This design comes from an exercise in tuning for a short achievable clock period and few clock cycles on the open sky130 flow, not from production work.
In this exercise RTL edits were held to simulation tests only and were not proved equivalent to the original.
Power is estimated from default activity; no workload was simulated.

==> design.v <==
`timescale 1ns/1ns
package cpuPkg;
    typedef enum logic [5:0] {
        OP_RTYPE = 6'h00,
        OP_J     = 6'h02,
        OP_BEQ   = 6'h04,
        OP_ADDI  = 6'h08,
        OP_LW    = 6'h23,
        OP_SW    = 6'h2b
    } opcode_e;
    typedef enum logic [5:0] {
        FN_ADD = 6'h20,
        FN_SUB = 6'h22,
        FN_AND = 6'h24,
        FN_OR  = 6'h25,
        FN_SLT = 6'h2a
    } funct_e;
    typedef enum logic [2:0] {
        ALU_ADD,
        ALU_SUB,
        ALU_AND,
        ALU_OR,
        ALU_SLT
    } aluOp_e;
    typedef struct packed {
        opcode_e                opcode;
        logic [5-1:0] rs;
        logic [5-1:0] rt;
        logic [5-1:0] rd;
        logic [4:0]             shamt;
        funct_e                 funct;
    } rType_s;
    typedef struct packed {
        opcode_e                opcode;
        logic [5-1:0] rs;
        logic [5-1:0] rt;
        logic [15:0]            imm;
    } iType_s;
    typedef union packed {
        rType_s r;
        iType_s i;
    } instrWord_u;
    typedef struct packed {
        logic [32-1:0] pcPlus4;
        instrWord_u word;
    } ifId_s;
    typedef struct packed {
        aluOp_e aluOp;
        logic   useImm;
        logic   branch;
    } exCtrl_s;
    typedef struct packed {
        logic memRead;
        logic memWrite;
    } memCtrl_s;
    typedef struct packed {
        logic regWrite;
        logic memToReg;
    } wbCtrl_s;
    typedef struct packed {
        exCtrl_s                ex;
        memCtrl_s               mem;
        wbCtrl_s                wb;
        logic [5-1:0] rs;
        logic [5-1:0] rt;
        logic [5-1:0] dest;
        logic [32-1:0]       opA;
        logic [32-1:0]       opB;
        logic [32-1:0]       imm;
        logic [32-1:0]       branchTarget;
    } idEx_s;
    typedef struct packed {
        memCtrl_s               mem;
        wbCtrl_s                wb;
        logic [32-1:0]       aluResult;
        logic [32-1:0]       storeData;
        logic [5-1:0] dest;
    } exMem_s;
    typedef struct packed {
        wbCtrl_s                wb;
        logic [32-1:0]       aluResult;
        logic [32-1:0]       loadData;
        logic [5-1:0] dest;
    } memWb_s;
    typedef struct packed {
        logic                   en;
        logic [5-1:0] idx;
        logic [32-1:0]       data;
    } regWrite_s;
    typedef struct packed {
        logic             take;
        logic [32-1:0] target;
    } redirect_s;
    typedef enum logic [1:0] {
        FWD_REG   = 2'b00,
        FWD_MEMWB = 2'b01,
        FWD_EXMEM = 2'b10
    } fwdSel_e;
    typedef struct packed {
        logic             wr;
        logic             rd;
        logic [32-1:0] addr;
        logic [32-1:0] wdata;
    } perBus_s;
endpackage
`timescale 1ns/1ns
module pipelineCpu
(
    input  logic             clk,
    input  logic             reset,
    input  logic [32-1:0] instr,
    input  logic [32-1:0] perRdData,
    output logic [32-1:0] pc,
    output logic             perWr,
    output logic             perRd,
    output logic [32-1:0] perAddr,
    output logic [32-1:0] perWdata
);
    localparam logic [2:0] OP_ADD = 3'd0, OP_SUB = 3'd1, OP_AND = 3'd2, OP_OR = 3'd3,
                           OP_SLT = 3'd4;
    logic        fdValid;
    logic [31:0] fdWord;
    logic [31:0] fdPc4;
    logic        deValid;
    logic        deRegWrite, deMemRead, deMemWrite, deBranch, deUseImm;
    logic [2:0]  deAluOp;
    logic [4:0]  deDest;
    logic [31:0] deOpA, deOpB, deImm, deTarget;
    logic        xxValid;
    logic        xxRegWrite, xxMemRead, xxMemWrite, xxBranch, xxUseImm;
    logic [2:0]  xxAluOp;
    logic [4:0]  xxDest;
    logic [15:0] xxResLo, xxStoreLo;
    logic [5:0]  xxIdx;
    logic        xxCAdd, xxCSub, xxEqLo;
    logic [15:0] xxAHi, xxBHi, xxImmHi;
    logic [31:0] xxTarget;
    logic        xxHiAM, xxHiBM;
    logic        emRegWrite, emMemRead, emMemWrite;
    logic [4:0]  emDest;
    logic [31:0] emAlu, emStore, emLoad;
    logic [5:0]  emIdx;
    logic [31:0] emPerAddr, emPerWdata;
    logic        emPerRd, emPerWr;
    logic        mwRegWrite;
    logic [4:0]  mwDest;
    logic [31:0] mwData;
    logic [31:1][31:0]             regs;
    logic [64-1:0][31:0]  dmem;
    logic        exTake;         
    logic        stall;          
    logic [31:0] pc4;
    logic        fJump, fBeqSame;
    logic [31:0] fTarget;
    logic [13:0] pcHiP1, pcHiM1;
    logic [16:0] pcLoInc;
    pfxAdd #(14) pcHiInc (.a(pc[31:18]), .b(14'd0), .cin(1'b1), .s(pcHiP1));
    pfxAdd #(14) pcHiDec (.a(pc[31:18]), .b(14'h3fff), .cin(1'b0), .s(pcHiM1));
    pfxAdd #(17) pcLoAdd (.a({1'b0, pc[17:2]}), .b(17'd0), .cin(1'b1), .s(pcLoInc));
    assign pc4 = {pcLoInc[16] ? pcHiP1 : pc[31:18], pcLoInc[15:0], pc[1:0]};
    assign fJump    = instr[31:26] == 6'h02;
    assign fBeqSame = instr[31:26] == 6'h04 && instr[25:21] == instr[20:16];
    logic [16:0] fTgtLo;
    pfxAdd #(17) fTgtLoAdd (.a({1'b0, pc[17:2]}), .b({1'b0, instr[15:0]}), .cin(1'b1),
                            .s(fTgtLo));
    always_comb begin
        case ({instr[15], fTgtLo[16]})
            2'b01:   fTarget[31:18] = pcHiP1;
            2'b10:   fTarget[31:18] = pcHiM1;
            default: fTarget[31:18] = pc[31:18];
        endcase
    end
    assign fTarget[17:0] = {fTgtLo[15:0], pc[1:0]};
    always_ff @(posedge clk or negedge reset) begin
        if (!reset) begin
            pc <= 32'h0000_0000;
        end else if (exTake) begin
            pc <= xxTarget;
        end else if (!stall) begin
            if (fJump)         pc <= {pc4[31:28], instr[25:0], 2'b00};
            else if (fBeqSame) pc <= fTarget;
            else               pc <= pc4;
        end
    end
    always_ff @(posedge clk or negedge reset) begin
        if (!reset) begin
            fdValid <= 1'b0;
        end else if (exTake) begin
            fdValid <= 1'b0;
        end else if (!stall) begin
            fdValid <= !fJump && !fBeqSame;
        end
    end
    logic [31:0] fdRsHot, fdRtHot;
    always_ff @(posedge clk) begin
        if (!stall) begin
            fdWord  <= instr;
            fdPc4   <= pc4;
            fdRsHot <= 32'd1 << instr[25:21];
            fdRtHot <= 32'd1 << instr[20:16];
        end
    end
    logic [5:0]  dOp, dFn;
    logic [4:0]  dRs, dRt, dRd;
    logic [31:0] dImm, dTarget;
    logic        dAlu, dAddi, dLw, dSw, dBeq;
    logic        dUseRs, dUseRt;
    logic        dRegWrite;
    logic [4:0]  dDest;
    logic [2:0]  dAluOp;
    logic [31:0] dOpA, dOpB;
    assign dOp  = fdWord[31:26];
    assign dFn  = fdWord[5:0];
    assign dRs  = fdWord[25:21];
    assign dRt  = fdWord[20:16];
    assign dRd  = fdWord[15:11];
    assign dImm = {{16{fdWord[15]}}, fdWord[15:0]};
    assign dAlu  = dOp == 6'h00 && (dFn == 6'h20 || dFn == 6'h22 || dFn == 6'h24 ||
                                    dFn == 6'h25 || dFn == 6'h2a);
    assign dAddi = dOp == 6'h08;
    assign dLw   = dOp == 6'h23;
    assign dSw   = dOp == 6'h2b;
    assign dBeq  = dOp == 6'h04;
    assign dUseRs = dAlu || dAddi || dLw || dSw || (dBeq && dRs != dRt);
    assign dUseRt = dAlu || dSw || (dBeq && dRs != dRt);
    assign dRegWrite = (dAlu && dRd != 5'd0) || ((dAddi || dLw) && dRt != 5'd0);
    assign dDest     = dAlu ? dRd : dRt;
    always_comb begin
        case (dFn[3:0])
            4'h2:    dAluOp = OP_SUB;
            4'h4:    dAluOp = OP_AND;
            4'h5:    dAluOp = OP_OR;
            4'ha:    dAluOp = OP_SLT;
            default: dAluOp = OP_ADD;
        endcase
        if (!dAlu) dAluOp = OP_ADD;
    end
    pfxAdd #(30) dTgtAdd (.a(fdPc4[31:2]), .b(dImm[29:0]), .cin(1'b0), .s(dTarget[31:2]));
    assign dTarget[1:0] = fdPc4[1:0];
    logic        stallR;
    logic [5:0]  fOp, fFn;
    logic        fAlu, fUseRs, fUseRt;
    logic        fNeedsD, fNeedsE, dNeedsE;
    assign fOp    = instr[31:26];
    assign fFn    = instr[5:0];
    assign fAlu   = fOp == 6'h00 && (fFn == 6'h20 || fFn == 6'h22 || fFn == 6'h24 ||
                                     fFn == 6'h25 || fFn == 6'h2a);
    assign fUseRs = fAlu || fOp == 6'h08 || fOp == 6'h23 || fOp == 6'h2b ||
                    (fOp == 6'h04 && instr[25:21] != instr[20:16]);
    assign fUseRt = fAlu || fOp == 6'h2b || (fOp == 6'h04 && instr[25:21] != instr[20:16]);
    assign fNeedsD = (fUseRs && instr[25:21] == dDest) || (fUseRt && instr[20:16] == dDest);
    assign fNeedsE = (fUseRs && instr[25:21] == deDest) || (fUseRt && instr[20:16] == deDest);
    assign dNeedsE = (dUseRs && dRs == deDest) || (dUseRt && dRt == deDest);
    always_ff @(posedge clk or negedge reset) begin
        if (!reset) begin
            stallR <= 1'b0;
        end else if (exTake) begin
            stallR <= 1'b0;
        end else if (stall) begin
            stallR <= deValid && deMemRead && deRegWrite && dNeedsE;
        end else begin
            stallR <= (fdValid && dRegWrite && (dLw || dAluOp == OP_SLT) && fNeedsD) ||
                      (deValid && deMemRead && deRegWrite && fNeedsE);
        end
    end
    assign stall = stallR;
    logic [31:0] rdA, rdB;
    always_comb begin
        rdA = '0;
        rdB = '0;
        for (int i = 1; i < 32; i++) begin
            rdA = rdA | (regs[i] & {32{fdRsHot[i]}});
            rdB = rdB | (regs[i] & {32{fdRtHot[i]}});
        end
        if (mwRegWrite && mwDest == dRs && dRs != 5'd0) dOpA = mwData;
        else dOpA = rdA;
        if (mwRegWrite && mwDest == dRt && dRt != 5'd0) dOpB = mwData;
        else dOpB = rdB;
    end
    for (genvar r = 1; r < 32; r++) begin : rf
        always_ff @(posedge clk) begin
            if (mwRegWrite && mwDest == r) regs[r] <= mwData;
        end
    end
    always_ff @(posedge clk or negedge reset) begin
        if (!reset) begin
            deValid    <= 1'b0;
            deRegWrite <= 1'b0;
            deMemRead  <= 1'b0;
            deMemWrite <= 1'b0;
            deBranch   <= 1'b0;
        end else begin
            deValid    <= fdValid && !stall && !exTake;
            deRegWrite <= dRegWrite;
            deMemRead  <= dLw;
            deMemWrite <= dSw;
            deBranch   <= dBeq && dRs != dRt;
        end
    end
    logic pX, pM, pW;
    logic mXA, mMA, mWA, mXB, mMB, mWB;
    logic dUseImm;
    assign pX = deValid && deRegWrite;
    assign pM = xxValid && xxRegWrite;
    assign pW = emRegWrite;
    assign mXA = pX && deDest == dRs;
    assign mMA = pM && xxDest == dRs;
    assign mWA = pW && emDest == dRs;
    assign mXB = pX && deDest == dRt;
    assign mMB = pM && xxDest == dRt;
    assign mWB = pW && emDest == dRt;
    assign dUseImm = dAddi || dLw || dSw;
    logic [31:0] deOpC;
    logic        dSubtract;
    assign dSubtract = dAluOp == OP_SUB || dAluOp == OP_SLT;
    logic deLoAX, deLoAM, deLoAW, deLoAR, deAM, deAW, deAR, deHiAM;
    logic deLoBX, deLoBM, deLoBW, deLoBR, deBM, deBW, deBR, deHiBM;
    logic deLoCX, deLoCM, deLoCW, deLoCR, deCM, deCW, deCR, deHiCM;
    logic deIsAdd, deIsSub, deIsAnd, deIsOr, deIsSlt;
    always_ff @(posedge clk) begin
        deUseImm <= dUseImm;
        deAluOp  <= dAluOp;
        deDest   <= dDest;
        deOpA    <= dOpA;
        deOpB    <= dOpB;
        deOpC    <= dUseImm ? dImm : (dSubtract ? ~dOpB : dOpB);
        deImm    <= dImm;
        deTarget <= dTarget;
        deLoAX   <= mXA;
        deLoAM   <= !mXA && mMA;
        deLoAW   <= !mXA && !mMA && mWA;
        deLoAR   <= !mXA && !mMA && !mWA;
        deAM     <= mMA;
        deAW     <= !mMA && mWA;
        deAR     <= !mMA && !mWA;
        deHiAM   <= mXA;
        deLoBX   <= mXB;
        deLoBM   <= !mXB && mMB;
        deLoBW   <= !mXB && !mMB && mWB;
        deLoBR   <= !mXB && !mMB && !mWB;
        deBM     <= mMB;
        deBW     <= !mMB && mWB;
        deBR     <= !mMB && !mWB;
        deHiBM   <= mXB;
        deLoCX   <= !dUseImm && mXB;
        deLoCM   <= !dUseImm && !mXB && mMB;
        deLoCW   <= !dUseImm && !mXB && !mMB && mWB;
        deLoCR   <= dUseImm || (!mXB && !mMB && !mWB);
        deCM     <= !dUseImm && mMB;
        deCW     <= !dUseImm && !mMB && mWB;
        deCR     <= dUseImm || (!mMB && !mWB);
        deHiCM   <= !dUseImm && mXB;
        deIsAdd  <= dAluOp == OP_ADD || dAluOp == OP_SUB;
        deIsSub  <= dSubtract;
        deIsAnd  <= dAluOp == OP_AND;
        deIsOr   <= dAluOp == OP_OR;
        deIsSlt  <= dAluOp == OP_SLT;
    end
    logic        x1Valid;
    logic [31:0] aFwd, bFwd, cFwd;
    logic [15:0] aLo, bLo, cLo, resLo;
    logic [16:0] sumLo;
    assign x1Valid = deValid && !exTake;
    assign aFwd = (emAlu & {32{deAM}}) | (mwData & {32{deAW}}) | (deOpA & {32{deAR}});
    assign bFwd = (emAlu & {32{deBM}}) | (mwData & {32{deBW}}) | (deOpB & {32{deBR}});
    assign cFwd = (((emAlu & {32{deCM}}) | (mwData & {32{deCW}})) ^ {32{deIsSub && !deCR}}) |
                  (deOpC & {32{deCR}});
    assign aLo  = (xxResLo & {16{deLoAX}}) | (emAlu[15:0] & {16{deLoAM}}) |
                  (mwData[15:0] & {16{deLoAW}}) | (deOpA[15:0] & {16{deLoAR}});
    assign bLo  = (xxResLo & {16{deLoBX}}) | (emAlu[15:0] & {16{deLoBM}}) |
                  (mwData[15:0] & {16{deLoBW}}) | (deOpB[15:0] & {16{deLoBR}});
    assign cLo  = (((xxResLo & {16{deLoCX}}) | (emAlu[15:0] & {16{deLoCM}}) |
                    (mwData[15:0] & {16{deLoCW}})) ^ {16{deIsSub && !deLoCR}}) |
                  (deOpC[15:0] & {16{deLoCR}});
    pfxAdd #(17) addLo (.a({1'b0, aLo}), .b({1'b0, cLo}), .cin(deIsSub), .s(sumLo));
    assign resLo = (sumLo[15:0] & {16{deIsAdd}}) |
                   (aLo & bLo & {16{deIsAnd}}) | ((aLo | bLo) & {16{deIsOr}});
    logic [15:0] xxCHi;
    logic        xxEqHi;
    logic        xxHiCM;
    logic        xxIsAdd, xxIsSub, xxIsAnd, xxIsOr, xxIsSlt;
    logic [64-1:0] xxIdxHot;
    always_ff @(posedge clk or negedge reset) begin
        if (!reset) begin
            xxValid    <= 1'b0;
            xxRegWrite <= 1'b0;
            xxMemRead  <= 1'b0;
            xxMemWrite <= 1'b0;
            xxBranch   <= 1'b0;
        end else begin
            xxValid    <= x1Valid;
            xxRegWrite <= deRegWrite;
            xxMemRead  <= deMemRead;
            xxMemWrite <= deMemWrite;
            xxBranch   <= deBranch;
        end
    end
    always_ff @(posedge clk) begin
        xxUseImm  <= deUseImm;
        xxAluOp   <= deAluOp;
        xxDest    <= deDest;
        xxResLo   <= resLo;
        xxStoreLo <= bLo;
        xxCAdd    <= sumLo[16];
        xxEqLo    <= aLo == bLo;
        xxEqHi    <= aFwd[31:16] == bFwd[31:16];
        xxAHi     <= aFwd[31:16];
        xxBHi     <= bFwd[31:16];
        xxCHi     <= cFwd[31:16];
        xxImmHi   <= deImm[31:16];
        xxTarget  <= deTarget;
        xxHiAM    <= deHiAM;
        xxHiBM    <= deHiBM;
        xxHiCM    <= deHiCM;
        xxIsAdd   <= deIsAdd;
        xxIsSub   <= deIsSub;
        xxIsAnd   <= deIsAnd;
        xxIsOr    <= deIsOr;
        xxIsSlt   <= deIsSlt;
        if (deMemRead || deMemWrite) begin
            xxIdx    <= sumLo[7:2];
            xxIdxHot <= 64'(1) << sumLo[7:2];
        end
    end
    logic [15:0] aHi, bHi, cHi, sumHi, diffHi;
    logic        lt;
    logic [31:0] res;
    assign aHi = xxHiAM ? emAlu[31:16] : xxAHi;
    assign bHi = xxHiBM ? emAlu[31:16] : xxBHi;
    assign cHi = xxHiCM ? emAlu[31:16] ^ {16{xxIsSub}} : xxCHi;
    logic [15:0] sumHi0, sumHi1;
    pfxAdd #(16) addHi0 (.a(aHi), .b(cHi), .cin(1'b0), .s(sumHi0));
    pfxAdd #(16) addHi1 (.a(aHi), .b(cHi), .cin(1'b1), .s(sumHi1));
    assign sumHi = xxCAdd ? sumHi1 : sumHi0;
    assign lt = (aHi[15] != bHi[15]) ? aHi[15] : sumHi[15];
    assign res = ({sumHi, xxResLo} & {32{xxIsAdd}}) |
                 ({aHi & bHi, xxResLo} & {32{xxIsAnd}}) | ({aHi | bHi, xxResLo} & {32{xxIsOr}}) |
                 ({31'd0, lt} & {32{xxIsSlt}});
    logic eqHi;
    always_comb begin
        case ({xxHiAM, xxHiBM})
            2'b00:   eqHi = xxEqHi;
            2'b10:   eqHi = emAlu[31:16] == xxBHi;
            2'b01:   eqHi = xxAHi == emAlu[31:16];
            default: eqHi = 1'b1;
        endcase
    end
    assign exTake = xxValid && xxBranch && xxEqLo && eqHi;
    always_ff @(posedge clk or negedge reset) begin
        if (!reset) begin
            emRegWrite <= 1'b0;
            emMemRead  <= 1'b0;
            emMemWrite <= 1'b0;
            emPerRd    <= 1'b0;
            emPerWr    <= 1'b0;
        end else begin
            emRegWrite <= xxValid && xxRegWrite;
            emMemRead  <= xxValid && xxMemRead;
            emMemWrite <= xxValid && xxMemWrite;
            emPerRd    <= xxValid && xxMemRead && sumHi[30-16];
            emPerWr    <= xxValid && xxMemWrite && sumHi[30-16];
        end
    end
    logic [31:0] xxRead;
    always_comb begin
        xxRead = '0;
        for (int w = 0; w < 64; w++)
            xxRead = xxRead | (dmem[w] & {32{xxIdxHot[w]}});
    end
    always_ff @(posedge clk) begin
        emDest  <= xxDest;
        emAlu   <= res;
        emStore <= {bHi, xxStoreLo};
        emIdx   <= xxIdx;
        if (emMemWrite && !emPerWr && emIdx == xxIdx) emLoad <= emStore;
        else emLoad <= xxRead;
    end
    always_ff @(posedge clk) begin
        emPerAddr  <= {sumHi, xxResLo};
        emPerWdata <= {bHi, xxStoreLo} & {32{xxMemWrite}};
    end
    logic [31:0] mLoad;
    for (genvar w = 0; w < 64; w++) begin : dm
        always_ff @(posedge clk) begin
            if (emMemWrite && !emPerWr && emIdx == w) dmem[w] <= emStore;
        end
    end
    assign mLoad = emPerRd ? perRdData : emLoad;
    assign perWr    = emPerWr;
    assign perRd    = emPerRd;
    assign perAddr  = emPerAddr;
    assign perWdata = emPerWdata;
    always_ff @(posedge clk or negedge reset) begin
        if (!reset) begin
            mwRegWrite <= 1'b0;
        end else begin
            mwRegWrite <= emRegWrite;
        end
    end
    always_ff @(posedge clk) begin
        mwDest <= emDest;
        mwData <= emMemRead ? mLoad : emAlu;
    end
endmodule
module pfxAdd #(parameter int W = 32)
(
    input  logic [W-1:0] a,
    input  logic [W-1:0] b,
    input  logic         cin,
    output logic [W-1:0] s
);
    localparam int L = $clog2(W);
    logic [W-1:0] p0;
    logic [W-1:0] g [L+1];
    logic [W-1:0] p [L+1];
    assign p0   = a ^ b;
    assign g[0] = (a & b) | {{(W-1){1'b0}}, p0[0] & cin};
    assign p[0] = p0;
    for (genvar k = 0; k < L; k++) begin : lvl
        for (genvar i = 0; i < W; i++) begin : bit_
            if (i >= (1 << k)) begin : comb
                assign g[k+1][i] = g[k][i] | (p[k][i] & g[k][i-(1<<k)]);
                assign p[k+1][i] = p[k][i] & p[k][i-(1<<k)];
            end else begin : pass
                assign g[k+1][i] = g[k][i];
                assign p[k+1][i] = p[k][i];
            end
        end
    end
    assign s = p0 ^ {g[L][W-2:0], cin};
endmodule
==> run.sh <==
#!/bin/bash
# synth_recipe.tcl (not shown) runs the flow's synth.tcl, then flattens the netlist and writes it again
# the make line also repeats each setting of config.mk as NAME=value (left out here)
make -C /OpenROAD-flow-scripts/flow DESIGN_CONFIG=/design/flow/config.mk WORK_HOME=/design/flow/orfs CLKGATE_MAP_FILE= SYNTH_SCRIPT=/design/flow/synth_recipe.tcl finish
==> config.mk <==
export PLATFORM = sky130hd
export DESIGN_NAME = pipelineCpu
export DESIGN_NICKNAME = pipelineCpu
export VERILOG_FILES = /design/flow/design.v
export SDC_FILE = /design/flow/constraint.sdc
export NUM_CORES = 4
export LEC_CHECK = 0
export ABC_CLOCK_PERIOD_IN_PS = 2500
export CAP_MARGIN = 20
export CORE_MARGIN = 2
export CORE_UTILIZATION = 30
export PLACE_DENSITY = 0.5
export SETUP_SLACK_MARGIN = 4.7
export SLEW_MARGIN = 20
export TNS_END_PERCENT = 100
==> constraint.sdc <==
create_clock -name core_clock -period 7.5 [get_ports {clk}]
set_input_delay 1.5000 -clock core_clock [delete_from_list [all_inputs] [get_ports {clk}]]
set_output_delay 1.5000 -clock core_clock [all_outputs]
set_load 0.01 [all_outputs]
==> results of run 1 <==
-- state kept, by name (all words and copies together) (netlist names), 31 cells and up --
signal,flops
fdPc4,32
xxTarget,32
deOpB,32
deOpC,32
xxIdxHot,64
emAlu,32
emPerWdata,32
deOpA,32
emLoad,32
fdRtHot,31
emPerAddr,32
fdWord,32
deTarget,32
pc,32
mwData,32
regs,992
dmem,2048
fdRsHot,31
emStore,32
-- critical path, stage by stage (launching register included) --
cell                       delay, ns
sky130_fd_sc_hd__dfxtp_4        0.39
sky130_fd_sc_hd__buf_6          0.16
sky130_fd_sc_hd__a222oi_1       0.39
sky130_fd_sc_hd__buf_4          0.19
sky130_fd_sc_hd__inv_1          0.04
sky130_fd_sc_hd__o21ai_0        0.12
sky130_fd_sc_hd__o21ai_0        0.15
sky130_fd_sc_hd__ha_1           0.33
sky130_fd_sc_hd__and3_1         0.20
sky130_fd_sc_hd__a21oi_2        0.16
sky130_fd_sc_hd__o21ai_2        0.08
sky130_fd_sc_hd__o41a_1         0.37
sky130_fd_sc_hd__a211o_1        0.35
sky130_fd_sc_hd__a21oi_2        0.16
sky130_fd_sc_hd__xor2_1         0.15
sky130_fd_sc_hd__o221ai_1       0.11
-- per-stage QoR --
stage | total power, mW | hold slack, ns
2_1_floorplan | 28.9 | 0.310
3_3_place_gp | 31.7 | 0.310
3_5_place_dp | 31.8 | 0.313
4_1_cts | 52.5 | 0.323
5_1_grt | 54.4 | 0.333
6_report | 53.2 | 0.320
-- report_power, final --
group          internal [mW]  switching (mW)
logic                   2.36            3.76
clock network           11.7            8.66
registers               25.0            1.71
total                   39.0            14.1
-- final timing paths --
| check | cells after the start | startpoint | end |
|---|---|---|---|
| min in group asynchronous | 2 | reset | pc[13] |
| min reg2reg | 0 | deTarget[4] | xxTarget[4] |
| min | 0 | deTarget[4] | xxTarget[4] |
| max | 15 | deHiCM | xxResLo[15] |
| max reg2reg | 15 | deHiCM | xxResLo[15] |
| max in group asynchronous | 2 | reset | emPerRd |
-- area by class of cell --
class / instances / area [um^2]
Antenna cell: 20 / 50.0
Clock buffer: 532 / 11200
Clock inverter: 202 / 2100
Fill cell: 45100 / 306000
Inverter: 148 / 581
Multi-Input combinational cell: 4676 / 36800
Sequential cell: 3781 / 109000
Tap cell: 6425 / 8040
Timing Repair Buffer: 901 / 8390
-- Yosys cell counts (143+ instances only) --
cell type	n	share of area [%]
sky130_fd_sc_hd__a21oi_1	242	0.84
sky130_fd_sc_hd__a221oi_1	669	4.0
sky130_fd_sc_hd__a22o_1	666	4.0
sky130_fd_sc_hd__a22oi_1	685	3.6
sky130_fd_sc_hd__clkbuf_1	490	1.3
sky130_fd_sc_hd__dfxtp_1	495	6.8
sky130_fd_sc_hd__edfxtp_1	3236	67
sky130_fd_sc_hd__inv_1	146	0.38
sky130_fd_sc_hd__nand2_1	183	0.47
sky130_fd_sc_hd__nand3_1	155	0.54
sky130_fd_sc_hd__nand4_1	273	1.2
sky130_fd_sc_hd__nor2_1	504	1.3
sky130_fd_sc_hd__nor3_1	143	0.49
sky130_fd_sc_hd__xnor2_1	194	1.2
-- cells by family after synthesis --
logic type,count (synthesis),synth area share [%]
compound gates,2663,14.6
xor+xnor,286,1.73
fa+ha+maj,120,1.06
buf+inv,730,1.96
flops,3781,74.8
mux,101,0.725
simple gates,1506,5.10
-- routing by layer --
layer	vias up	global-route usage (%)	part of all wire, %
met2	9309	42.3	44
met1	54600	33.8	35
met5	-	0	0.021
met4	26	16.4	7.6
li1	39300	-	-
met3	2551	8.78	13
-- repair_timing --
action	CTS	global route
setup endpoints to repair	1739	689
hold endpoints to repair	0	0
gates resized for setup	1057	333
setup buffers	218	122
pin swaps	128	153
gates cloned	7	3
==> implementation parameters, run 1 <==
Parameter                              Value

Status
  Result of the run  no timing/DRC/antenna violations

Route
  Final ANT Viol Nets    0
  Number of search-and-repair iterations in the first detailed-routing pass    13
  Vias per inst    6.34
  Drt initial violations    19100
  Average routed wire per standard cell    42.1 um
  Routed wire length    702000 um
  Drc violations    0
  Total number of vias    106000

Global routing
  Wire length of the first global-routing pass    915000 um
  Initial antenna violation count    57
  Overall global routing resource usage    27.5%
  Pin count of the biggest net entering global routing    79
  Remaining global-route overflow    0
  Number of global-route vias before repair    98900

Flow run
  Max-cap violation count    0

Clock tree
  Root Buffer    sky130_fd_sc_hd__clkbuf_16
  Clock network latency to the later pin of the worst-skew pair    1.09 ns
  Number of hold buffers added after cts    0
  Clock tree from TritonCTS    built
  Clock buffers created by TritonCTS    395
  H-tree depth reported by CTS    5
  Clock buffer depth    4
  Clock Pin Slew Worst Setup and Hold Paths    0.06 ns
  Clk sinks    3781

STA
  Unrepaired setup endpoints after global routing    yes
  Worst setup skew after layout    0.0973 ns
  Highest attainable clock frequency    282 MHz
  Period minus WS final    3.55 ns
  Worst slew slack as a fraction of its limit    12.3%
  Number of max-slew violations in the final report    0
  Actual transition at the worst max-transition pin    1.28 ns
  Count of final hold-check violations    0
  Fin worst setup slack    3.95 ns
  Period Utilization, post-route    47.3%
  Final setup viols    0
  Final setup TNS    0 ns

Layout
  Util after Layout    36.5%
  Final std cell area, no fill    176000 um^2
  Top library cells by usage in the layout, fill and taps aside    3236 x sky130_fd_sc_hd__edfxtp_1, 685 x sky130_fd_sc_hd__a22oi_1, 666 x sky130_fd_sc_hd__a22o_1, 661 x sky130_fd_sc_hd__a221oi_1, 567 x sky130_fd_sc_hd__buf_4
  Layout overhead on the synthesized area    21.4%
  Most common library cell in the layout ignoring fill and taps    sky130_fd_sc_hd__edfxtp_1
  Final net count    10100
  Share of final-layout standard cells stronger than drive strength 1    20.6%
  Non-filler cells, final    16700

Critical path
  Worst endpoint data arrival time    4.40 ns
  Req. time, crit path    8.35 ns
  Critical path start-end classification    flop to flop
  Category of the worst setup path launch point    flop
  Type of element capturing the critical path    flop
  Worst reg-to-reg setup slack    3.95 ns
  Worst Path Max Fanout    7

Floorplanning
  Vert. Die Dim    699 um
  Die Wd    699 um
  Total I/O pin count    164
  Initial Utilization    30.1%
  Rows    255
  Core box area    481000 um^2
  Die Area    488000 um^2

Synthesis
  Library cells used by synthesis    79
  Yosys warns    14
  Synthesized area per cell    15.8 um^2
  Cell area after technology mapping    145000 um^2
  Post-Synthesis Cells    9187
  Number of enable flip-flop cells after synthesis    3236
  Post-synthesis register bit count    3781
  Ys async rst share    1.32%
  Post-synth top flop    sky130_fd_sc_hd__edfxtp_1
  Total nets after synthesis    9373
  Fraction of the yosys area taken by sequential cells    74.8%

Pwr
  Pleak    58.0 nW
  Worst ir drop on vdd    213 uV
  PwrDens    302 nW/um^2

Placed design
  Worst slack after detailed placement    2.13 ns
  Placed instance area    156000 um^2
  Detailed Place HPWL    387000 um
  Routability cong.    0.907
  Number of placed cells counting well taps    15600
  Number of port buffers    163

Min path
  Worst min path class    flop to flop
Testbench counts, summed over its fixed seeds: cycles 31,492.
==> run 2, diff against run 1 <==
--- a/design.v
+++ b/design.v
@@ -316,14 +316,14 @@
     logic deLoAX, deLoAM, deLoAW, deLoAR, deAM, deAW, deAR, deHiAM;
     logic deLoBX, deLoBM, deLoBW, deLoBR, deBM, deBW, deBR, deHiBM;
     logic deLoCX, deLoCM, deLoCW, deLoCR, deCM, deCW, deCR, deHiCM;
-    logic deIsAdd, deIsSub, deIsAnd, deIsOr, deIsSlt;
+    logic deIsAdd, deIsSub, deIsAnd, deIsOr, deIsSlt, deSelSum, deSelDiff;
     always_ff @(posedge clk) begin
         deUseImm <= dUseImm;
         deAluOp  <= dAluOp;
         deDest   <= dDest;
         deOpA    <= dOpA;
         deOpB    <= dOpB;
-        deOpC    <= dUseImm ? dImm : (dSubtract ? ~dOpB : dOpB);
+        deOpC    <= dUseImm ? dImm : dOpB;
         deImm    <= dImm;
         deTarget <= dTarget;
         deLoAX   <= mXA;
@@ -352,6 +352,8 @@
         deHiCM   <= !dUseImm && mXB;
         deIsAdd  <= dAluOp == OP_ADD || dAluOp == OP_SUB;
         deIsSub  <= dSubtract;
+        deSelSum <= dAluOp == OP_ADD;
+        deSelDiff <= dAluOp == OP_SUB;
         deIsAnd  <= dAluOp == OP_AND;
         deIsOr   <= dAluOp == OP_OR;
         deIsSlt  <= dAluOp == OP_SLT;
@@ -363,17 +365,19 @@
     assign x1Valid = deValid && !exTake;
     assign aFwd = (emAlu & {32{deAM}}) | (mwData & {32{deAW}}) | (deOpA & {32{deAR}});
     assign bFwd = (emAlu & {32{deBM}}) | (mwData & {32{deBW}}) | (deOpB & {32{deBR}});
-    assign cFwd = (((emAlu & {32{deCM}}) | (mwData & {32{deCW}})) ^ {32{deIsSub && !deCR}}) |
-                  (deOpC & {32{deCR}});
+    assign cFwd = (emAlu & {32{deCM}}) | (mwData & {32{deCW}}) | (deOpC & {32{deCR}});
     assign aLo  = (xxResLo & {16{deLoAX}}) | (emAlu[15:0] & {16{deLoAM}}) |
                   (mwData[15:0] & {16{deLoAW}}) | (deOpA[15:0] & {16{deLoAR}});
     assign bLo  = (xxResLo & {16{deLoBX}}) | (emAlu[15:0] & {16{deLoBM}}) |
                   (mwData[15:0] & {16{deLoBW}}) | (deOpB[15:0] & {16{deLoBR}});
-    assign cLo  = (((xxResLo & {16{deLoCX}}) | (emAlu[15:0] & {16{deLoCM}}) |
-                    (mwData[15:0] & {16{deLoCW}})) ^ {16{deIsSub && !deLoCR}}) |
-                  (deOpC[15:0] & {16{deLoCR}});
-    pfxAdd #(17) addLo (.a({1'b0, aLo}), .b({1'b0, cLo}), .cin(deIsSub), .s(sumLo));
-    assign resLo = (sumLo[15:0] & {16{deIsAdd}}) |
+    assign cLo  = (xxResLo & {16{deLoCX}}) | (emAlu[15:0] & {16{deLoCM}}) |
+                  (mwData[15:0] & {16{deLoCW}}) | (deOpC[15:0] & {16{deLoCR}});
+    logic [16:0] diffLo;
+    logic [7:0]  idxSum;
+    pfxAdd #(17) addLo (.a({1'b0, aLo}), .b({1'b0, cLo}), .cin(1'b0), .s(sumLo));
+    pfxAdd #(17) subLo (.a({1'b0, aLo}), .b({1'b0, ~bLo}), .cin(1'b1), .s(diffLo));
+    pfxAdd #(8) idxAdd (.a(aLo[7:0]), .b(deImm[7:0]), .cin(1'b0), .s(idxSum));
+    assign resLo = (sumLo[15:0] & {16{deSelSum}}) | (diffLo[15:0] & {16{deSelDiff}}) |
                    (aLo & bLo & {16{deIsAnd}}) | ((aLo | bLo) & {16{deIsOr}});
     logic [15:0] xxCHi;
     logic        xxEqHi;
@@ -401,12 +405,12 @@
         xxDest    <= deDest;
         xxResLo   <= resLo;
         xxStoreLo <= bLo;
-        xxCAdd    <= sumLo[16];
+        xxCAdd    <= deIsSub ? diffLo[16] : sumLo[16];
         xxEqLo    <= aLo == bLo;
         xxEqHi    <= aFwd[31:16] == bFwd[31:16];
         xxAHi     <= aFwd[31:16];
         xxBHi     <= bFwd[31:16];
-        xxCHi     <= cFwd[31:16];
+        xxCHi     <= deIsSub ? ~bFwd[31:16] : cFwd[31:16];
         xxImmHi   <= deImm[31:16];
         xxTarget  <= deTarget;
         xxHiAM    <= deHiAM;
@@ -418,8 +422,8 @@
         xxIsOr    <= deIsOr;
         xxIsSlt   <= deIsSlt;
         if (deMemRead || deMemWrite) begin
-            xxIdx    <= sumLo[7:2];
-            xxIdxHot <= 64'(1) << sumLo[7:2];
+            xxIdx    <= idxSum[7:2];
+            xxIdxHot <= 64'(1) << idxSum[7:2];
         end
     end
     logic [15:0] aHi, bHi, cHi, sumHi, diffHi;
==> run 2 against run 1 <==
Against the previous run:
- still clean on timing, DRC and antenna
- first-iteration DRC count increased by 7.3%
- global-route usage grew 0.43 points
- sequential power hardly changed
- wire length rose by 2.1%
- non-clock buffer count is 18 lower
- via count increased by 1.7%
- maximum frequency rose by 13%
- combinational power fell by 2%
- clock-buffer cell count decreased by 14
- area after synthesis rose by 0.77%
- highest routed layer unchanged
==> implementation parameters, run 2 <==
Parameter                              Value

Global routing
  Overall global routing resource usage    27.9% (+0.43 points)
  Met3 usage in global routing    8.07% (-0.71 points)
  Initial antenna violation count    56 (-1.8%)
  Met2 demand-to-capacity share in global routing    43.4% (+1.1 points)
  Most crowded layer after global routing    met2
  Remaining global-route overflow    0 (unchanged)
  Number of global-route vias before repair    100000 (+1.2%)
  Wire length of the first global-routing pass    931000 um (+1.8%)
  Pin count of the biggest net entering global routing    75 (-5.1%)
  Fraction of met1 tracks used by global routing    34.5% (+0.72 points)

Clock tree
  Clock buffers created by TritonCTS    403 (+2.0%)
  H-tree depth reported by CTS    5 (unchanged)
  Clock network latency to the later pin of the worst-skew pair    1.07 ns (-0.02 ns)
  Clock buffer depth    4 (unchanged)
  Clk sinks    3791 (+0.26%)
  Clock Pin Slew Worst Setup and Hold Paths    0.06 ns (about the same)
  Number of hold buffers added after cts    0 (unchanged)
  Clock tree from TritonCTS    built
  Root Buffer    sky130_fd_sc_hd__clkbuf_16

Placed design
  Number of placed cells counting well taps    15800 (+1.2%)
  Detailed Place HPWL    392000 um (+1.3%)
  Worst slack after detailed placement    2.02 ns (-0.107 ns)
  Placed instance area    158000 um^2 (+0.74%)
  Routability cong.    0.930 (+2.5%)
  Number of port buffers    163 (unchanged)

STA
  Period Utilization, post-route    41.9% (-5.3 points)
  Final setup TNS    0 ns (unchanged)
  Worst slew slack as a fraction of its limit    16.0% (+3.7 points)
  Period minus WS final    3.15 ns (-0.400 ns)
  Count of final hold-check violations    0 (unchanged)
  Final setup viols    0 (unchanged)
  Worst setup skew after layout    0.118 ns (+0.0210 ns)
  Highest attainable clock frequency    318 MHz (+13%)
  Unrepaired setup endpoints after global routing    yes
  Actual transition at the worst max-transition pin    1.26 ns (-0.0185 ns)
  Worst-case hold slack    0.322 ns (+0.00265 ns)
  Number of max-slew violations in the final report    0 (unchanged)
  Fin worst setup slack    4.35 ns (+0.400 ns)

Pwr
  Worst ir drop on vdd    196 uV (-8.0%)
  PwrDens    299 nW/um^2 (-1.2%)
  Total power of the final layout    53.0 mW (-0.28%)
  Pleak    58.3 nW (+0.43%)

Synthesis
  Synthesized area per cell    15.6 um^2 (-0.90%)
  Fraction of the yosys area taken by sequential cells    74.4% (-0.44 points)
  Number of enable flip-flop cells after synthesis    3236 (unchanged)
  Total nets after synthesis    9551 (+1.9%)
  Fraction of post-synthesis cell area in the top cell type by area    66.6% (-0.51 points)
  Post-synthesis register bit count    3791 (+0.26%)
  Library cells used by synthesis    97 (+23%)
  Post-synth top flop    sky130_fd_sc_hd__edfxtp_1
  Ys async rst share    1.32% (-0.0035 points)
  Yosys warns    17 (+3)
  Cell area after technology mapping    146000 um^2 (+0.77%)
  Library cell with the highest instance count after synthesis    sky130_fd_sc_hd__edfxtp_1
  Post-Synthesis Cells    9342 (+1.7%)
  Biggest area consumer among synthesized cells    sky130_fd_sc_hd__edfxtp_1
  Ranking of synthesized cells by area    sky130_fd_sc_hd__edfxtp_1 67%, sky130_fd_sc_hd__dfxtp_1 6.9%, sky130_fd_sc_hd__a221oi_1 3.9%, sky130_fd_sc_hd__a22o_1 3.9%, sky130_fd_sc_hd__a22oi_1 3.9%
  Most used standard cells in the synthesized netlist    3236 x sky130_fd_sc_hd__edfxtp_1, 753 x sky130_fd_sc_hd__a22oi_1, 651 x sky130_fd_sc_hd__a221oi_1, 649 x sky130_fd_sc_hd__a22o_1, 505 x sky130_fd_sc_hd__dfxtp_1

Min path
  Count of cells along the worst hold path    0 (unchanged)
  Worst min path class    flop to flop

Layout
  Final std cell area, no fill    177000 um^2 (+0.91%)
  Largest register FFs    2048 (unchanged)
  Util after Layout    36.6% (+0.042 points)
  Top library cells by usage in the layout, fill and taps aside    3236 x sky130_fd_sc_hd__edfxtp_1, 741 x sky130_fd_sc_hd__a22oi_1, 649 x sky130_fd_sc_hd__a22o_1, 644 x sky130_fd_sc_hd__a221oi_1, 558 x sky130_fd_sc_hd__buf_4
  Total of fill cells in the finished design    45400 (+0.74%)
  Most flop-heavy register    dmem
  Final net count    10300 (+1.7%)
  Layout overhead on the synthesized area    21.5%
  Share of final-layout standard cells stronger than drive strength 1    20.5% (-0.073 points)
  Largest registers in the final layout    dmem (2048), regs (992), xxIdxHot (64)
  Most common library cell in the layout ignoring fill and taps    sky130_fd_sc_hd__edfxtp_1
  Non-filler cells, final    16900 (+1.3%)

Floorplanning
  Die Wd    702 um (+0.38%)
  Die Area    492000 um^2 (+0.77%)
  Rows    256 (+0.39%)
  Total I/O pin count    164 (unchanged)
  Core box area    485000 um^2 (+0.79%)
  Initial Utilization    30.1% (about the same)
  Vert. Die Dim    702 um (+0.38%)

Route
  Final ANT Viol Nets    0 (unchanged)
  Average routed wire per standard cell    42.4 um (+0.87%)
  Drc violations    0 (unchanged)
  Number of search-and-repair iterations in the first detailed-routing pass    11 (-2)
  Drt initial violations    20400 (+7.3%)
  Routed wire length    717000 um (+2.1%)
  Vias per inst    6.37 (+0.43%)
  Total number of vias    108000 (+1.7%)

Flow run
  Max-cap violation count    0 (unchanged)

Critical path
  Type of element capturing the critical path    output pin
  Req. time, crit path    6.00 ns (-2.35 ns)
  Worst Path Max Fanout    2 (-5)
  Critical path start-end classification    flop to output pin
  Category of the worst setup path launch point    flop
  Worst Reg2Reg Path Length in Cells    13 (-2)
  Worst endpoint data arrival time    1.65 ns (-2.75 ns)

Status
  Result of the run  no timing/DRC/antenna violations
-- run 2: path summary, 6_finish.rpt --
check	start	endpoint	slack, ns
max	pc[2]	pc[2]	4.35
max in group asynchronous	reset	emPerRd	6.16
min reg2reg	deTarget[7]	xxTarget[7]	0.32
min	deTarget[7]	xxTarget[7]	0.32
max reg2reg	deHiAM	xxCAdd	4.39
min in group asynchronous	reset	pc[31]	0.68
-- run 2: kinds of logic after synthesis --
kind of cell    after synthesis  share of synthesized area (%)
compound gates             2712                           14.7
xor+xnor                    230                           1.39
fa+ha+maj                   143                           1.25
buf+inv                     687                           1.82
flops                      3791                           74.4
mux                         115                          0.818
simple gates               1664                           5.64
-- run 2: where the power goes --
group	switching [mW]	leakage (nW)	internal [mW]
combinational	3.66	17.5	2.32
clock	8.86	6.47	11.5
sequential	1.68	34.3	25.0
total	14.2	58.3	38.8
-- run 2: metal layers --
metal	routed length [um]	vias up	part of all wire (%)
met5	200	-	0.028
met4	53100	26	7.4
met3	94300	2596	13
met2	319000	9889	44
met1	251000	55200	35
li1	-	40000	-
-- run 2: critical path: stages, from the launching register on --
cell                      delay (ns)
sky130_fd_sc_hd__dfrtp_2        0.41
sky130_fd_sc_hd__buf_6          0.13
sky130_fd_sc_hd__buf_6          0.11
-- run 2: area by class of cell --
cell class	count	area (um^2)	share of cell area, %
diodes	48	120	0.0677
clock buffers	518	10800	6.11
clock inverters	236	2420	1.37
inverters	103	417	0.235
multi-input cells	4867	38300	21.6
flip-flops and latches	3791	109000	61.4
well taps	6450	8070	4.55
repair buffers	883	8320	4.69
-- run 2: what timing repair did --
action                                  4_1_cts  5_1_grt
pin swaps                                   107      145
gates cloned                                  9        2
endpoints found under the hold margin         0        0
resized for setup                          1084      359
buffers inserted                            221       97
endpoints found under the setup margin     1485      582
Testbench counts of run 2, summed over its fixed seeds: cycles 31,492.
==> run 3, diff against run 2 <==
--- a/config.mk
+++ b/config.mk
@@ -8,8 +8,8 @@
 export ABC_CLOCK_PERIOD_IN_PS = 2500
 export CAP_MARGIN = 20
 export CORE_MARGIN = 2
-export CORE_UTILIZATION = 30
-export PLACE_DENSITY = 0.5
+export CORE_UTILIZATION = 35
+export PLACE_DENSITY = 0.55
 export SETUP_SLACK_MARGIN = 4.7
 export SLEW_MARGIN = 20
 export TNS_END_PERCENT = 100
==> run 3 against run 2 <==
Against the previous run:
- combinational power grew 2%
- setup slack lost 0.039 ns
- sequential cell count is the same
- final cell count shrank 5.7%
- non-clock buffer count grew 10
- hold slack gained 0.0024 ns
- die area shrank 14%
- maximum frequency shrank 1.2%
- synthesized cell count is the same
- largest power group unchanged
- highest routed layer unchanged
==> implementation parameters, run 3 <==
Parameter                              Value

Layout
  Area taken by flip-flops and latches    109000 um^2 (about the same)
  Largest registers in the final layout    dmem (2048), regs (992), xxIdxHot (64)
  Most flop-heavy register    dmem
  Top library cells by usage in the layout, fill and taps aside    3236 x sky130_fd_sc_hd__edfxtp_1, 739 x sky130_fd_sc_hd__a22oi_1, 649 x sky130_fd_sc_hd__a22o_1, 645 x sky130_fd_sc_hd__a221oi_1, 528 x sky130_fd_sc_hd__buf_4
  Multi-input logic area    38300 um^2 (+0.11%)
  Largest register FFs    2048 (unchanged)
  Final net count    10300 (+0.029%)
  Share of final-layout standard cells stronger than drive strength 1    20.9% (+0.33 points)
  Total of fill cells in the finished design    37000 (-18%)
  Layout overhead on the synthesized area    20.6%
  Most common library cell in the layout ignoring fill and taps    sky130_fd_sc_hd__edfxtp_1
  Util after Layout    42.3% (+5.8 points)

STA
  Actual transition at the worst max-transition pin    1.26 ns (-0.000869 ns)
  Worst-case hold slack    0.325 ns (+0.00237 ns)
  Final setup viols    0 (unchanged)
  Period Utilization, post-route    42.5% (+0.52 points)
  Highest attainable clock frequency    314 MHz (-1.2%)
  Worst setup skew after layout    0.0872 ns (-0.0311 ns)
  Worst slew slack as a fraction of its limit    16.0% (+0.058 points)
  Final setup TNS    0 ns (unchanged)
  Number of max-slew violations in the final report    0 (unchanged)
  Count of final hold-check violations    0 (unchanged)
  Fin worst setup slack    4.32 ns (-0.0387 ns)
  Unrepaired setup endpoints after global routing    yes
  Period minus WS final    3.18 ns (+0.0387 ns)

Min path
  Count of cells along the worst hold path    0 (unchanged)
  Hold Startpoint    deTarget[20]
  Min-Delay Endpoint    xxTarget[20]
  Worst min path class    flop to flop

Critical path
  Worst endpoint data arrival time    4.06 ns (+2.41 ns)
  Crit path max-delay family    compound AO/OA/AOI/OAI gates
  Worst Reg2Reg Path Length in Cells    12 (-1)
  Worst Path Max Fanout    4 (+2)
  Buffers & Inverters on Critical Path    0 (-2)
  Reg-to-Reg End    xxCAdd
  Req. time, crit path    8.38 ns (+2.38 ns)
  Type of element capturing the critical path    flop
  Slowest cell on the critical path    sky130_fd_sc_hd__dfxtp_4
  Worst-path cell chain    a22oi_2 -> nand2_2 -> ha_4 -> fa_2 -> a21o_1 -> a21o_1 -> a211oi_2 -> o31a_1 -> o21ai_2 -> a2111o_1 -> and3_4 -> o31a_1
  Critical path start-end classification    flop to flop
  Largest stage delay on the critical path    0.37 ns (-0.04 ns)
  Worst reg-to-reg setup slack    4.32 ns (-0.07 ns)
  Category of the worst setup path launch point    flop
  Worst reg2reg path startpoint    deLoAW

Clock tree
  Clock Pin Slew Worst Setup and Hold Paths    0.06 ns (about the same)
  Root Buffer    sky130_fd_sc_hd__clkbuf_16
  Clock network latency to the later pin of the worst-skew pair    1.03 ns (-0.04 ns)
  Clock tree from TritonCTS    built
  Clk sinks    3791 (unchanged)
  Clock buffer depth    4 (unchanged)
  Clock buffers created by TritonCTS    394 (-2.2%)
  H-tree depth reported by CTS    5 (unchanged)

Global routing
  Pin count of the biggest net entering global routing    74 (-1.3%)
  Wire length of the first global-routing pass    918000 um (-1.5%)
  Overall global routing resource usage    31.9% (+4.0 points)
  Remaining global-route overflow    0 (unchanged)
  Initial antenna violation count    53 (-5.4%)
  Number of global-route vias before repair    101000 (+0.65%)

Synthesis
  Synthesized area per cell    15.6 um^2 (unchanged)
  Library cells used by synthesis    97 (unchanged)
  Total nets after synthesis    9551 (unchanged)
  Post-Synthesis Cells    9342 (unchanged)
  Cell area after technology mapping    146000 um^2 (unchanged)
  Ranking of synthesized cells by area    sky130_fd_sc_hd__edfxtp_1 67%, sky130_fd_sc_hd__dfxtp_1 6.9%, sky130_fd_sc_hd__a221oi_1 3.9%, sky130_fd_sc_hd__a22o_1 3.9%, sky130_fd_sc_hd__a22oi_1 3.9%
  Post-synth top flop    sky130_fd_sc_hd__edfxtp_1
  Library cell with the highest instance count after synthesis    sky130_fd_sc_hd__edfxtp_1
  Most used standard cells in the synthesized netlist    3236 x sky130_fd_sc_hd__edfxtp_1, 753 x sky130_fd_sc_hd__a22oi_1, 651 x sky130_fd_sc_hd__a221oi_1, 649 x sky130_fd_sc_hd__a22o_1, 505 x sky130_fd_sc_hd__dfxtp_1
  Biggest area consumer among synthesized cells    sky130_fd_sc_hd__edfxtp_1
  Post-synthesis register bit count    3791 (unchanged)
  Ys async rst share    1.32% (unchanged)
  Fraction of the yosys area taken by sequential cells    74.4% (unchanged)
  Fraction of post-synthesis cell area in the top cell type by area    66.6% (unchanged)
  Number of enable flip-flop cells after synthesis    3236 (unchanged)
  Yosys warns    17 (unchanged)

Status
  Result of the run  no timing/DRC/antenna violations

Placed design
  Worst slack after detailed placement    2.22 ns (+0.200 ns)
  Detailed Place HPWL    384000 um (-2.1%)
  Number of port buffers    163 (unchanged)
  Routability cong.    0.936 (+0.68%)

Floorplanning
  Initial Utilization    35.1% (+5.0 points)
  Vert. Die Dim    650 um (-7.4%)
  Total I/O pin count    164 (unchanged)
  Die Wd    650 um (-7.4%)
  Die Area    422000 um^2 (-14%)
  Core box area    416000 um^2 (-14%)
  Rows    237 (-7.4%)

Flow run
  Max-cap violation count    0 (unchanged)

Pwr
  PwrDens    299 nW/um^2 (about the same)
  Worst ir drop on vdd    210 uV (+7.3%)
  Pleak    58.2 nW (about the same)

Route
  Number of search-and-repair iterations in the first detailed-routing pass    11 (unchanged)
  Vias per inst    6.84 (+7.4%)
  Drc violations    0 (unchanged)
  Total number of vias    109000 (+1.2%)
  Final ANT Viol Nets    0 (unchanged)
  Average routed wire per standard cell    44.2 um (+4.1%)
  Routed wire length    704000 um (-1.9%)
  Drt initial violations    22100 (+8.1%)
-- run 3: cell counts after synthesis --
Identical to the previous run, type by type.
-- run 3: through the flow --
stage	power [mW]	std cells	instance area (um^2)
after floorplan	28.8	9342	147000
after global placement	31.6	14800	156000
after detailed placement	31.7	14800	156000
after CTS	51.9	15800	173000
after global routing	53.7	15900	176000
final	52.6	15900	176000
-- run 3: final cells by class --
cell class | instances | share of cell area, %
flip-flops and latches | 3791 | 61.8
clock buffers | 536 | 6.26
diodes | 45 | 0.0640
repair inverters | 2 | 0.0156
clock inverters | 196 | 1.03
repair buffers | 893 | 4.86
inverters | 103 | 0.254
multi-input cells | 4867 | 21.8
well taps | 5497 | 3.91
-- run 3: how the worst max path moves through the flow --
stage / start / end / slack (ns) / depth (start not counted)
floorplan: instr[0] / pc[18] / 3.70 / 12
global placement: instr[15] / pc[28] / 2.23 / 10
detailed placement: instr[15] / pc[28] / 2.22 / 10
CTS: emPerRd / perRd / 4.30 / 2
global route: deLoAW / xxCAdd / 4.25 / 12
finish: deLoAW / xxCAdd / 4.32 / 12
-- run 3: where the power goes --
part / total, mW / switching (mW) / internal, mW / leakage [nW]
clock: 19.8 / 8.61 / 11.2 / 6.31
sequential: 26.7 / 1.75 / 25.0 / 34.2
combinational: 6.10 / 3.75 / 2.35 / 17.7
-- run 3: cells by family after synthesis --
logic type / synth area share (%)
AO/OA/AOI/OAI: 14.7
XOR/XNOR: 1.39
adder cells (fa/ha/maj): 1.25
buffers and inverters: 1.82
flip-flops: 74.4
multiplexers: 0.818
AND/OR/NAND/NOR: 5.64
-- run 3: repair_timing --
item	in CTS	in global routing
hold buffers	0	0
buffers inserted	240	96
gates cloned	10	6
endpoints found under the hold margin	0	0
setup endpoints to repair	1597	554
pin swaps	135	140
resized for setup	1147	369
-- run 3: layer usage --
layer | wire (um) | track usage, % | up-vias
li1 | - | - | 39900
met1 | 230000 | 37.9 | 55000
met2 | 304000 | 48.3 | 10800
met3 | 101000 | 10.3 | 3238
met4 | 68700 | 24.1 | 32
met5 | 361 | 0.158 | -

[separate check: timing with driven ports]
Ports are ideal in the flow. The routed layouts listed here were re-timed in OpenROAD.
Step 1: set_driving_cell puts a clkbuf_16 on clk and a buf_2 on each other input, an assumption about the parent block.
Step 2 adds t to the input delays and takes it off the output delays; t is the mean of the earliest and latest rising clock arrival at the registers after step 1. Input paths then give back, and output paths get back, about the clock's delay inside the block.
Slacks: no drivers / after step 1 / after step 2; pairs: no drivers / after step 1.
run	t, ns	setup WS [ns]	worst data-port slew with drivers (ns)
run 1	1.140	3.955 / 3.955 / 3.174	0.20
run 2	1.147	4.355 / 4.230 / 3.310	0.21
run 3	1.113	4.316 / 4.227 / 3.297	0.29
After both steps setup and hold are still met in every run listed. The setup slack of run 2, which loses most, moves by -0.125 ns with the drivers and by -1.045 ns with both steps.
